This design comes from an exercise in tuning for small area on the open sky130 flow, not from production work.
Function was checked by simulation only, so behaviour that the tests miss may differ from the original.
Power and IR drop assume default switching activity.

## v46
==> flow/design.v <==
module piece_move_ctl #(
   parameter bit CANCEL_ON_SRC = 1'b1
) (
   input  logic       clk,
   input  logic       rst_n,
   input  logic [5:0] mouse_position,
   input  logic       pick_piece,
   input  logic       place_piece,
   input  logic [5:0] draw_square,
   output logic [3:0] draw_piece,
   output logic       held_valid,
   output logic [3:0] held_piece,
   output logic       move_valid,
   output logic [5:0] move_src,
   output logic [5:0] move_dst,
   output logic [3:0] move_captured,
   input  logic       move_ready,
   input  logic       rx_move_valid,
   input  logic [5:0] rx_src,
   input  logic [5:0] rx_dst,
   output logic       rx_move_ready,
   output logic       turn
);
   localparam logic [2:0] S_IDLE   = 3'd0;
   localparam logic [2:0] S_PICK   = 3'd1;
   localparam logic [2:0] S_HOLD   = 3'd2;
   localparam logic [2:0] S_PLACE  = 3'd3;
   localparam logic [2:0] S_REPORT = 3'd4;
   logic [2:0] r_state;
   logic [2:0] w_state_nxt;
   logic       r_valid;
   logic [3:0] w_sq [64];      
   logic [255:0] w_board;      
   logic [5:0] r_src;
   logic [5:0] r_dst;
   logic [2:0] r_piece;
   logic [3:0] r_draw_piece;
   logic       r_turn;
   logic       w_idle, w_hold, w_place;
   logic       w_rx_fire;
   logic       w_we;
   logic [5:0] w_src_addr;
   logic [5:0] w_dst_addr;
   logic [5:0] w_rd_addr;
   logic [3:0] w_rd;
   logic [3:0] w_draw_rd;
   logic       w_pick_fire;
   logic       w_cancel;
   logic       w_own;
   logic       w_place_go;
   function automatic logic [3:0] start_code(input logic [5:0] sq);
      logic [2:0] back_type;
      case (sq[2:0])
         3'd0, 3'd7: back_type = 3'd4;
         3'd1, 3'd6: back_type = 3'd2;
         3'd2, 3'd5: back_type = 3'd3;
         3'd3:       back_type = 3'd5;
         default:    back_type = 3'd6;
      endcase
      case (sq[5:3])
         3'd0:    start_code = {1'b1, back_type};
         3'd1:    start_code = 4'h9;
         3'd6:    start_code = 4'h1;
         3'd7:    start_code = {1'b0, back_type};
         default: start_code = 4'h0;
      endcase
   endfunction
   for (genvar i = 0; i < 64; i++) begin : g_board
      assign w_board[4*i +: 4] = w_sq[i];
   end
   assign w_idle    = (r_state == S_IDLE);
   assign w_hold    = (r_state == S_HOLD);
   assign w_place   = (r_state == S_PLACE);
   assign w_rx_fire = w_idle && rx_move_valid;
   assign w_we      = w_rx_fire || w_place;
   assign w_src_addr = w_idle ? rx_src : r_src;
   assign w_dst_addr = w_idle ? rx_dst : r_dst;
   assign w_rd_addr  = w_we ? w_src_addr : mouse_position;
   logic [7:0] w_rd_row, w_rd_col, w_dst_col, w_src_row_we, w_dst_row_we;
   for (genvar k = 0; k < 8; k++) begin : g_dec
      assign w_rd_row[k]     = (w_rd_addr[5:3] == 3'(k));
      assign w_rd_col[k]     = (w_rd_addr[2:0] == 3'(k));
      assign w_src_row_we[k] = w_we && (w_rd_addr[5:3] == 3'(k));
      assign w_dst_row_we[k] = w_we && (w_dst_addr[5:3] == 3'(k));
      assign w_dst_col[k]    = (w_dst_addr[2:0] == 3'(k));
   end
   logic [3:0] w_rd_raw, w_draw_raw;
   piece_move_rd_port u_rd_port (
      .board(w_board), .row(w_rd_row), .col(w_rd_col), .q(w_rd_raw)
   );
   assign w_rd = r_valid ? w_rd_raw : start_code(w_rd_addr);
   piece_move_draw_port u_draw_port (
      .board(w_board), .square(draw_square), .q(w_draw_raw)
   );
   assign w_draw_rd = r_valid ? w_draw_raw : start_code(draw_square);
   assign w_own         = (w_rd != 4'h0) && (w_rd[3] == r_turn);
   assign w_pick_fire   = w_idle && !rx_move_valid && pick_piece && w_own;
   assign w_cancel      = CANCEL_ON_SRC && (mouse_position == r_src);
   assign w_place_go    = w_hold && place_piece && !w_cancel && !w_own;
   always_ff @(posedge clk or negedge rst_n) begin
      if (!rst_n)
         r_turn <= 1'b0;
      else if (w_we)
         r_turn <= ~r_turn;
   end
   always_ff @(posedge clk or negedge rst_n) begin
      if (!rst_n)
         r_state <= S_IDLE;
      else
         r_state <= w_state_nxt;
   end
   always_comb begin
      w_state_nxt = r_state;
      case (r_state)
         S_IDLE:   if (w_pick_fire) w_state_nxt = S_PICK;
         S_PICK:   w_state_nxt = S_HOLD;
         S_HOLD: begin
            if (place_piece) begin
               if (w_cancel)
                  w_state_nxt = S_IDLE;
               else if (!w_own)
                  w_state_nxt = S_PLACE;
            end
         end
         S_PLACE:  w_state_nxt = S_REPORT;
         S_REPORT: if (move_ready) w_state_nxt = S_IDLE;
         default:  w_state_nxt = S_IDLE;
      endcase
   end
   always_ff @(posedge clk or negedge rst_n) begin
      if (!rst_n)
         r_valid <= 1'b0;
      else
         r_valid <= 1'b1;
   end
   for (genvar i = 0; i < 64; i++) begin : g_sq
      piece_move_sq #(
         .START(start_code(6'(i)))
      ) u_sq (
         .clk(clk),
         .dst_row(w_dst_row_we[i/8]), .dst_col(w_dst_col[i%8]),
         .src_row(w_src_row_we[i/8]), .src_col(w_rd_col[i%8]),
         .valid(r_valid), .d(w_rd), .q(w_sq[i])
      );
   end
   always_ff @(posedge clk or negedge rst_n) begin
      if (!rst_n)
         r_draw_piece <= 4'h0;
      else
         r_draw_piece <= w_draw_rd;
   end
   always_ff @(posedge clk) begin
      if (w_idle)
         r_src <= mouse_position;
      if (w_hold)
         r_dst <= mouse_position;
      if (w_pick_fire || w_place_go)
         r_piece <= w_rd[2:0];
   end
   assign draw_piece    = r_draw_piece;
   assign held_valid    = w_hold;
   assign held_piece    = {r_turn && (r_piece != 3'd0), r_piece};
   assign move_valid    = (r_state == S_REPORT);
   assign move_src      = r_src;
   assign move_dst      = r_dst;
   assign move_captured = {r_turn && (r_piece != 3'd0), r_piece};
   assign rx_move_ready = w_idle;
   assign turn          = r_turn;
endmodule
module piece_move_sq #(
   parameter logic [3:0] START = 4'h0
) (
   input  logic       clk,
   input  logic       dst_row,
   input  logic       dst_col,
   input  logic       src_row,
   input  logic       src_col,
   input  logic       valid,
   input  logic [3:0] d,
   output logic [3:0] q
);
   logic set, clr, keep, init;
   assign set  = dst_row && dst_col;
   assign clr  = src_row && src_col;
   assign keep = !set && !clr && valid;
   assign init = !set && !clr && !valid;
   always_ff @(posedge clk)
      q <= (d & {4{set}}) | (q & {4{keep}}) | (START & {4{init}});
endmodule
module piece_move_rd_port (
   input  logic [255:0] board,
   input  logic [7:0]   row,
   input  logic [7:0]   col,
   output logic [3:0]   q
);
   logic [3:0] v [8];
   always_comb begin
      q = 4'h0;
      for (int r = 0; r < 8; r++) begin
         v[r] = 4'h0;
         for (int c = 0; c < 8; c++)
            v[r] = v[r] | (board[4*(r*8+c) +: 4] & {4{col[c]}});
         q = q | (v[r] & {4{row[r]}});
      end
   end
endmodule
module piece_move_draw_port (
   input  logic [255:0] board,
   input  logic [5:0]   square,
   output logic [3:0]   q
);
   logic [3:0]  hi;
   logic [15:0] lo;
   logic [3:0]  v [4];
   for (genvar k = 0; k < 4; k++) begin : g_hi
      assign hi[k] = (square[5:4] == 2'(k));
   end
   for (genvar k = 0; k < 16; k++) begin : g_lo
      assign lo[k] = (square[3:0] == 4'(k));
   end
   always_comb begin
      q = 4'h0;
      for (int g = 0; g < 4; g++) begin
         v[g] = 4'h0;
         for (int k = 0; k < 16; k++)
            v[g] = v[g] | (board[4*(g*16+k) +: 4] & {4{lo[k]}});
         q = q | (v[g] & {4{hi[g]}});
      end
   end
endmodule
==> flow/config.mk <==
export PLATFORM = sky130hd
export DESIGN_NAME = piece_move_ctl
export DESIGN_NICKNAME = piece_move_ctl
export VERILOG_FILES = /design/flow/design.v
export SDC_FILE = /design/flow/constraint.sdc
export NUM_CORES = 4
export LEC_CHECK = 0
export CAP_MARGIN = 10
export CORE_MARGIN = 2
export CORE_UTILIZATION = 40
export GPL_TIMING_DRIVEN = 0
export PLACE_DENSITY = 0.5
export SETUP_SLACK_MARGIN = 0.2
export SLEW_MARGIN = 10
==> flow/constraint.sdc <==
create_clock -name core_clock -period 7.0 [get_ports {clk}]
set_input_delay 1.4000 -clock core_clock [delete_from_list [all_inputs] [get_ports {clk}]]
set_output_delay 1.4000 -clock core_clock [all_outputs]
set_load 0.01 [all_outputs]
standard.sh (not shown) runs the stock make flow with config.mk's settings and CLKGATE_MAP_FILE= SYNTH_SCRIPT=/design/flow/synth_recipe.tcl, a recipe that flattens the netlist after the stock synthesis.
==> flow/flow/run.sh <==
#!/bin/bash
# Own flow: the standard layout (standard.sh) with these changes:
#  * synthesis: the standard synthesis script, with only the ABC mapping
#    script replaced by an area-oriented one (flow/area.abc). Registers are
#    mapped before ABC runs, so they keep the standard synthesis's names and
#    cell types;
#  * port buffers: every input and output port still gets a buffer, of the
#    smallest buffer cell;
#  * clock tree: no dummy loads, clkbuf_8 buffers, small sink clusters.
# Each tool's output goes to its own log in this folder (and ORFS's logs).
set -euo pipefail
W=$PWD
sed "s#@ABC_SCRIPT@#$W/flow/area.abc#" flow/synth.tcl > $W/own_synth.tcl
sed "s#SYNTH_SCRIPT=[^ ]*#SYNTH_SCRIPT=$W/own_synth.tcl#" standard.sh > $W/own_standard.sh
export BUFFER_PORTS_ARGS="-buffer_cell sky130_fd_sc_hd__buf_1"
export CTS_ARGS="-sink_clustering_enable -repair_clock_nets -dont_use_dummy_load -buf_list sky130_fd_sc_hd__clkbuf_8 -sink_clustering_size 15 -sink_clustering_max_diameter 80"
bash $W/own_standard.sh synth > $W/synth.log 2>&1
bash $W/own_standard.sh floorplan > $W/floorplan.log 2>&1
bash $W/own_standard.sh place > $W/place.log 2>&1
bash $W/own_standard.sh cts > $W/cts.log 2>&1
bash $W/own_standard.sh route > $W/route.log 2>&1
bash $W/own_standard.sh finish > $W/finish.log 2>&1
==> flow/flow/area.abc <==
strash
dc2
dch -f
&get -n
&nf -R 1000
&put
strash
dch -f
&get -n
&nf -R 1000
&put
==> flow/flow/synth.tcl <==
proc synth {args} { yosys synth -nofsm -noshare {*}$args }
proc abc {args} {
  set i [lsearch -exact $args -script]
  if {$i >= 0} { lset args [expr {$i + 1}] {@ABC_SCRIPT@} }
  yosys abc {*}$args
}
source $::env(SCRIPTS_DIR)/synth.tcl
# left out here: clear keep_hierarchy, flatten, clean up, hide names made inside functions, write 1_2_yosys.v
Changes in v7 relative to v46:
- PLACE_DENSITY: 0.5 -> 0.6
- CORE_UTILIZATION: 40 -> 50
diff --git a/flow/flow/run.sh b/flow/flow/run.sh
--- a/flow/flow/run.sh
+++ b/flow/flow/run.sh
@@ -7,5 +7,7 @@
 #  * port buffers: every input and output port still gets a buffer, of the
 #    smallest buffer cell;
-#  * clock tree: no dummy loads, clkbuf_8 buffers, small sink clusters.
+#  * clock tree: no dummy loads, clkbuf_8 buffers, small sink clusters;
+#  * the repairs after placement and after global routing buffer nets with
+#    buffers of at most buf_2 (flow/small_buffers.tcl).
 # Each tool's output goes to its own log in this folder (and ORFS's logs).
 set -euo pipefail
@@ -14,4 +16,6 @@
 sed "s#SYNTH_SCRIPT=[^ ]*#SYNTH_SCRIPT=$W/own_synth.tcl#" standard.sh > $W/own_standard.sh
 export BUFFER_PORTS_ARGS="-buffer_cell sky130_fd_sc_hd__buf_1"
+export PRE_RESIZE_TCL=$W/flow/small_buffers.tcl
+export PRE_GLOBAL_ROUTE_TCL=$W/flow/small_buffers.tcl
 export CTS_ARGS="-sink_clustering_enable -repair_clock_nets -dont_use_dummy_load -buf_list sky130_fd_sc_hd__clkbuf_8 -sink_clustering_size 15 -sink_clustering_max_diameter 80"
 bash $W/own_standard.sh synth > $W/synth.log 2>&1
==> flow/flow/small_buffers.tcl (new file) <==
# Sourced before the placement and global-route repairs: buffer high-fanout
# and long nets with small buffers (up to buf_2) instead of the large ones.
set_dont_use [list \
  sky130_fd_sc_hd__buf_4 sky130_fd_sc_hd__buf_6 sky130_fd_sc_hd__buf_8 sky130_fd_sc_hd__buf_12 \
  sky130_fd_sc_hd__buf_16 sky130_fd_sc_hd__bufbuf_8 sky130_fd_sc_hd__bufbuf_16 \
  sky130_fd_sc_hd__bufinv_8 sky130_fd_sc_hd__bufinv_16 \
  sky130_fd_sc_hd__clkbuf_4 sky130_fd_sc_hd__clkbuf_8 sky130_fd_sc_hd__clkbuf_16]
Results
v7 completed; timing, DRC and antenna clean. On v7: combinational share of power is 2.6 points lower than what v46 gave. Taking v46 as the reference, in v7 met1 routed wirelength after detailed routing went down by 11%; routed length on met2 moved down; maximum frequency now sits lower; via count went up 208; floorplan die height lower.
diff inputs: v7 => v9
- changing CORE_UTILIZATION from 50 to 40
- changing PLACE_DENSITY from 0.6 to 0.5
[summary]
- Taking v7 as the reference, in v9 area after synthesis has remained practically unchanged; height of the die increased by 12% relative to the old numbers; die span in x up about 12%; count of endpoints failing hold in the final timing report comparable; fraction of layout cells with a size suffix above 1 rose 0.19 points.
- Of v9 and v7, it is v9 that has the lower slack of the worst reg-to-reg path.
What v43 does differently from v9 at the input level:
- SLEW_MARGIN: 10 -> 5
- CORE_UTILIZATION: 40 -> 50
- PLACE_DENSITY: 0.5 -> 0.6
- CAP_MARGIN: 10 -> 5
## What came out
v43 was carried through to the last stage, and its layout satisfied the timing, DRC and antenna checks. NOTE: first-pass GRT wire length in v43 falls short of that of v9. The clock power share on v43 is in line with that on v9. Comparing v9 with v43, the internal power consumption came out essentially unchanged. Peak clock frequency supported by timing delta for v43 relative to v9: about 3% higher. Compared to v9, the router laid down less metal wire for v43. Looking at die area, v43 sits below v9. v43 against v9: final weighted congestion in routability-driven placement +0.017; worst hold slack across all endpoints ~0 delta; worst setup slack +0.18 ns; core utilization +11 points. The design area in v43 was lower than what v9 gave.

---

// piece_move_ctl: RTL as listed in full above, without the edits since
export LEC_CHECK = 0
export CAP_MARGIN = 5
export CORE_MARGIN = 2
export CORE_UTILIZATION = 40
export GPL_TIMING_DRIVEN = 0
export PLACE_DENSITY = 0.5
export SETUP_SLACK_MARGIN = 0.2
export SLEW_MARGIN = 5
create_clock -name core_clock -period 7.0 [get_ports {clk}]
==> flow/flow/run.sh <==
#!/bin/bash
# Own flow: the standard layout (standard.sh) with these changes:
#  * synthesis: the standard synthesis script, with only the ABC mapping
#    script replaced by an area-oriented one (flow/area.abc). Registers are
#    mapped before ABC runs, so they keep the standard synthesis's names and
#    cell types;
#  * port buffers: every input and output port still gets a buffer, of the
#    smallest buffer cell;
#  * clock tree: no dummy loads, clkbuf_8 buffers, small sink clusters;
#  * the repairs after placement and after global routing buffer nets with
#    buffers of at most buf_2 (flow/small_buffers.tcl).
# Each tool's output goes to its own log in this folder (and ORFS's logs).
set -euo pipefail
W=$PWD
sed "s#@ABC_SCRIPT@#$W/flow/area.abc#" flow/synth.tcl > $W/own_synth.tcl
sed "s#SYNTH_SCRIPT=[^ ]*#SYNTH_SCRIPT=$W/own_synth.tcl#" standard.sh > $W/own_standard.sh
export BUFFER_PORTS_ARGS="-buffer_cell sky130_fd_sc_hd__buf_1"
export PRE_RESIZE_TCL=$W/flow/small_buffers.tcl
export PRE_GLOBAL_ROUTE_TCL=$W/flow/small_buffers.tcl
export CTS_ARGS="-sink_clustering_enable -repair_clock_nets -dont_use_dummy_load -buf_list sky130_fd_sc_hd__clkbuf_8 -sink_clustering_size 15 -sink_clustering_max_diameter 80"
bash $W/own_standard.sh synth > $W/synth.log 2>&1
bash $W/own_standard.sh floorplan > $W/floorplan.log 2>&1
bash $W/own_standard.sh place > $W/place.log 2>&1
bash $W/own_standard.sh cts > $W/cts.log 2>&1
bash $W/own_standard.sh route > $W/route.log 2>&1
bash $W/own_standard.sh finish > $W/finish.log 2>&1
==> flow/flow/small_buffers.tcl <==
# Sourced before the placement and global-route repairs: buffer high-fanout
# and long nets with small buffers (up to buf_2) instead of the large ones.
set_dont_use [list \
  sky130_fd_sc_hd__buf_4 sky130_fd_sc_hd__buf_6 sky130_fd_sc_hd__buf_8 sky130_fd_sc_hd__buf_12 \
  sky130_fd_sc_hd__buf_16 sky130_fd_sc_hd__bufbuf_8 sky130_fd_sc_hd__bufbuf_16 \
  sky130_fd_sc_hd__bufinv_8 sky130_fd_sc_hd__bufinv_16 \
  sky130_fd_sc_hd__clkbuf_4 sky130_fd_sc_hd__clkbuf_8 sky130_fd_sc_hd__clkbuf_16]
Scripts as last shown in full above: flow/flow/area.abc, flow/flow/synth.tcl
Rerun with:
--- a/flow/flow/run.sh
+++ b/flow/flow/run.sh
@@ -19,3 +19,3 @@
 export PRE_GLOBAL_ROUTE_TCL=$W/flow/small_buffers.tcl
-export CTS_ARGS="-sink_clustering_enable -repair_clock_nets -dont_use_dummy_load -buf_list sky130_fd_sc_hd__clkbuf_8 -sink_clustering_size 15 -sink_clustering_max_diameter 80"
+export CTS_ARGS="-sink_clustering_enable -repair_clock_nets -dont_use_dummy_load -buf_list sky130_fd_sc_hd__clkbuf_8 -sink_clustering_size 12 -sink_clustering_max_diameter 80"
 bash $W/own_standard.sh synth > $W/synth.log 2>&1
Settings changed: CAP_MARGIN 5 to 10, SLEW_MARGIN 5 to 10.
Effect: Design area came out higher slightly. Register-to-register slack degrades by 110 ps. Power came out higher slightly. Wire length is about the same. Critical path depth came out lower by 4. Worst setup slack degrades by 87 ps. Sequential share of layout area came out lower by 0.16 points.
Rerun with:
--- a/flow/flow/run.sh
+++ b/flow/flow/run.sh
@@ -10,3 +10,3 @@
 #  * the repairs after placement and after global routing buffer nets with
-#    buffers of at most buf_2 (flow/small_buffers.tcl).
+#    buffers of at most buf_4 (flow/small_buffers.tcl).
 # Each tool's output goes to its own log in this folder (and ORFS's logs).
@@ -19,3 +19,3 @@
 export PRE_GLOBAL_ROUTE_TCL=$W/flow/small_buffers.tcl
-export CTS_ARGS="-sink_clustering_enable -repair_clock_nets -dont_use_dummy_load -buf_list sky130_fd_sc_hd__clkbuf_8 -sink_clustering_size 12 -sink_clustering_max_diameter 80"
+export CTS_ARGS="-sink_clustering_enable -repair_clock_nets -dont_use_dummy_load -buf_list sky130_fd_sc_hd__clkbuf_8 -sink_clustering_size 15 -sink_clustering_max_diameter 80"
 bash $W/own_standard.sh synth > $W/synth.log 2>&1
==> flow/flow/small_buffers.tcl (replaced) <==
# Sourced before the placement and global-route repairs: buffer high-fanout
# and long nets with small buffers (up to buf_4) instead of the large ones.
set_dont_use [list \
  sky130_fd_sc_hd__buf_6 sky130_fd_sc_hd__buf_8 sky130_fd_sc_hd__buf_12 \
  sky130_fd_sc_hd__buf_16 sky130_fd_sc_hd__bufbuf_8 sky130_fd_sc_hd__bufbuf_16 \
  sky130_fd_sc_hd__bufinv_8 sky130_fd_sc_hd__bufinv_16 \
  sky130_fd_sc_hd__clkbuf_4 sky130_fd_sc_hd__clkbuf_8 sky130_fd_sc_hd__clkbuf_16]
Via count falls by about 0.5%.
Maximum frequency rises by 3.9%.
Routed wire length stays flat.
Utilization stays flat.
Power falls by about 1.4%.
Cell count falls by about 0.5%.
Cell area is about the same.
First-iteration DRC count falls by about 9%.

-- what the ideal ports hide --
The results above use ideal ports. As a check the final layouts listed here were re-extracted and re-timed, cells and wires unchanged. Step 1 (the two cells are an assumption about what drives the block):
set clk [get_ports {clk}]
set_driving_cell -lib_cell sky130_fd_sc_hd__clkbuf_16 $clk
set_driving_cell -lib_cell sky130_fd_sc_hd__buf_2 [delete_from_list [all_inputs] $clk]
Step 2 moves the port delays by t, midway between the first and last clock arrival at a register: inputs arrive t later, outputs are due t later. That takes back most of the time a late clock gives input paths. Three values: ideal ports, drivers, drivers and shift; two values: the first two.
run	shift t [ns]	setup WS [ns]	clock arrival spread, ns	worst data-port slew with drivers (ns)
v46	0.623	1.096 / 1.124 / 0.500	0.016 / 0.015	0.04
v7	0.627	0.544 / 0.568 / -0.059	0.042 / 0.041	0.07
v9	0.625	0.497 / 0.524 / -0.101	0.051 / 0.051	0.04
v43	0.629	0.680 / 0.706 / 0.077	0.047 / 0.047	0.08
the first run of note 2	0.629	0.571 / 0.604 / -0.024	0.039 / 0.039	0.05
the second run of note 2	0.645	0.484 / 0.516 / -0.129	0.042 / 0.043	0.05
the third run of note 2	0.630	0.729 / 0.729 / 0.133	0.046 / 0.046	0.05
With both steps, setup timing fails in v7, v9, the first run of note 2 and the second run of note 2, where it was met with ideal ports. For the second run of note 2, which loses most, drivers alone change the setup slack by +0.032 ns; drivers and shift together by -0.613 ns.
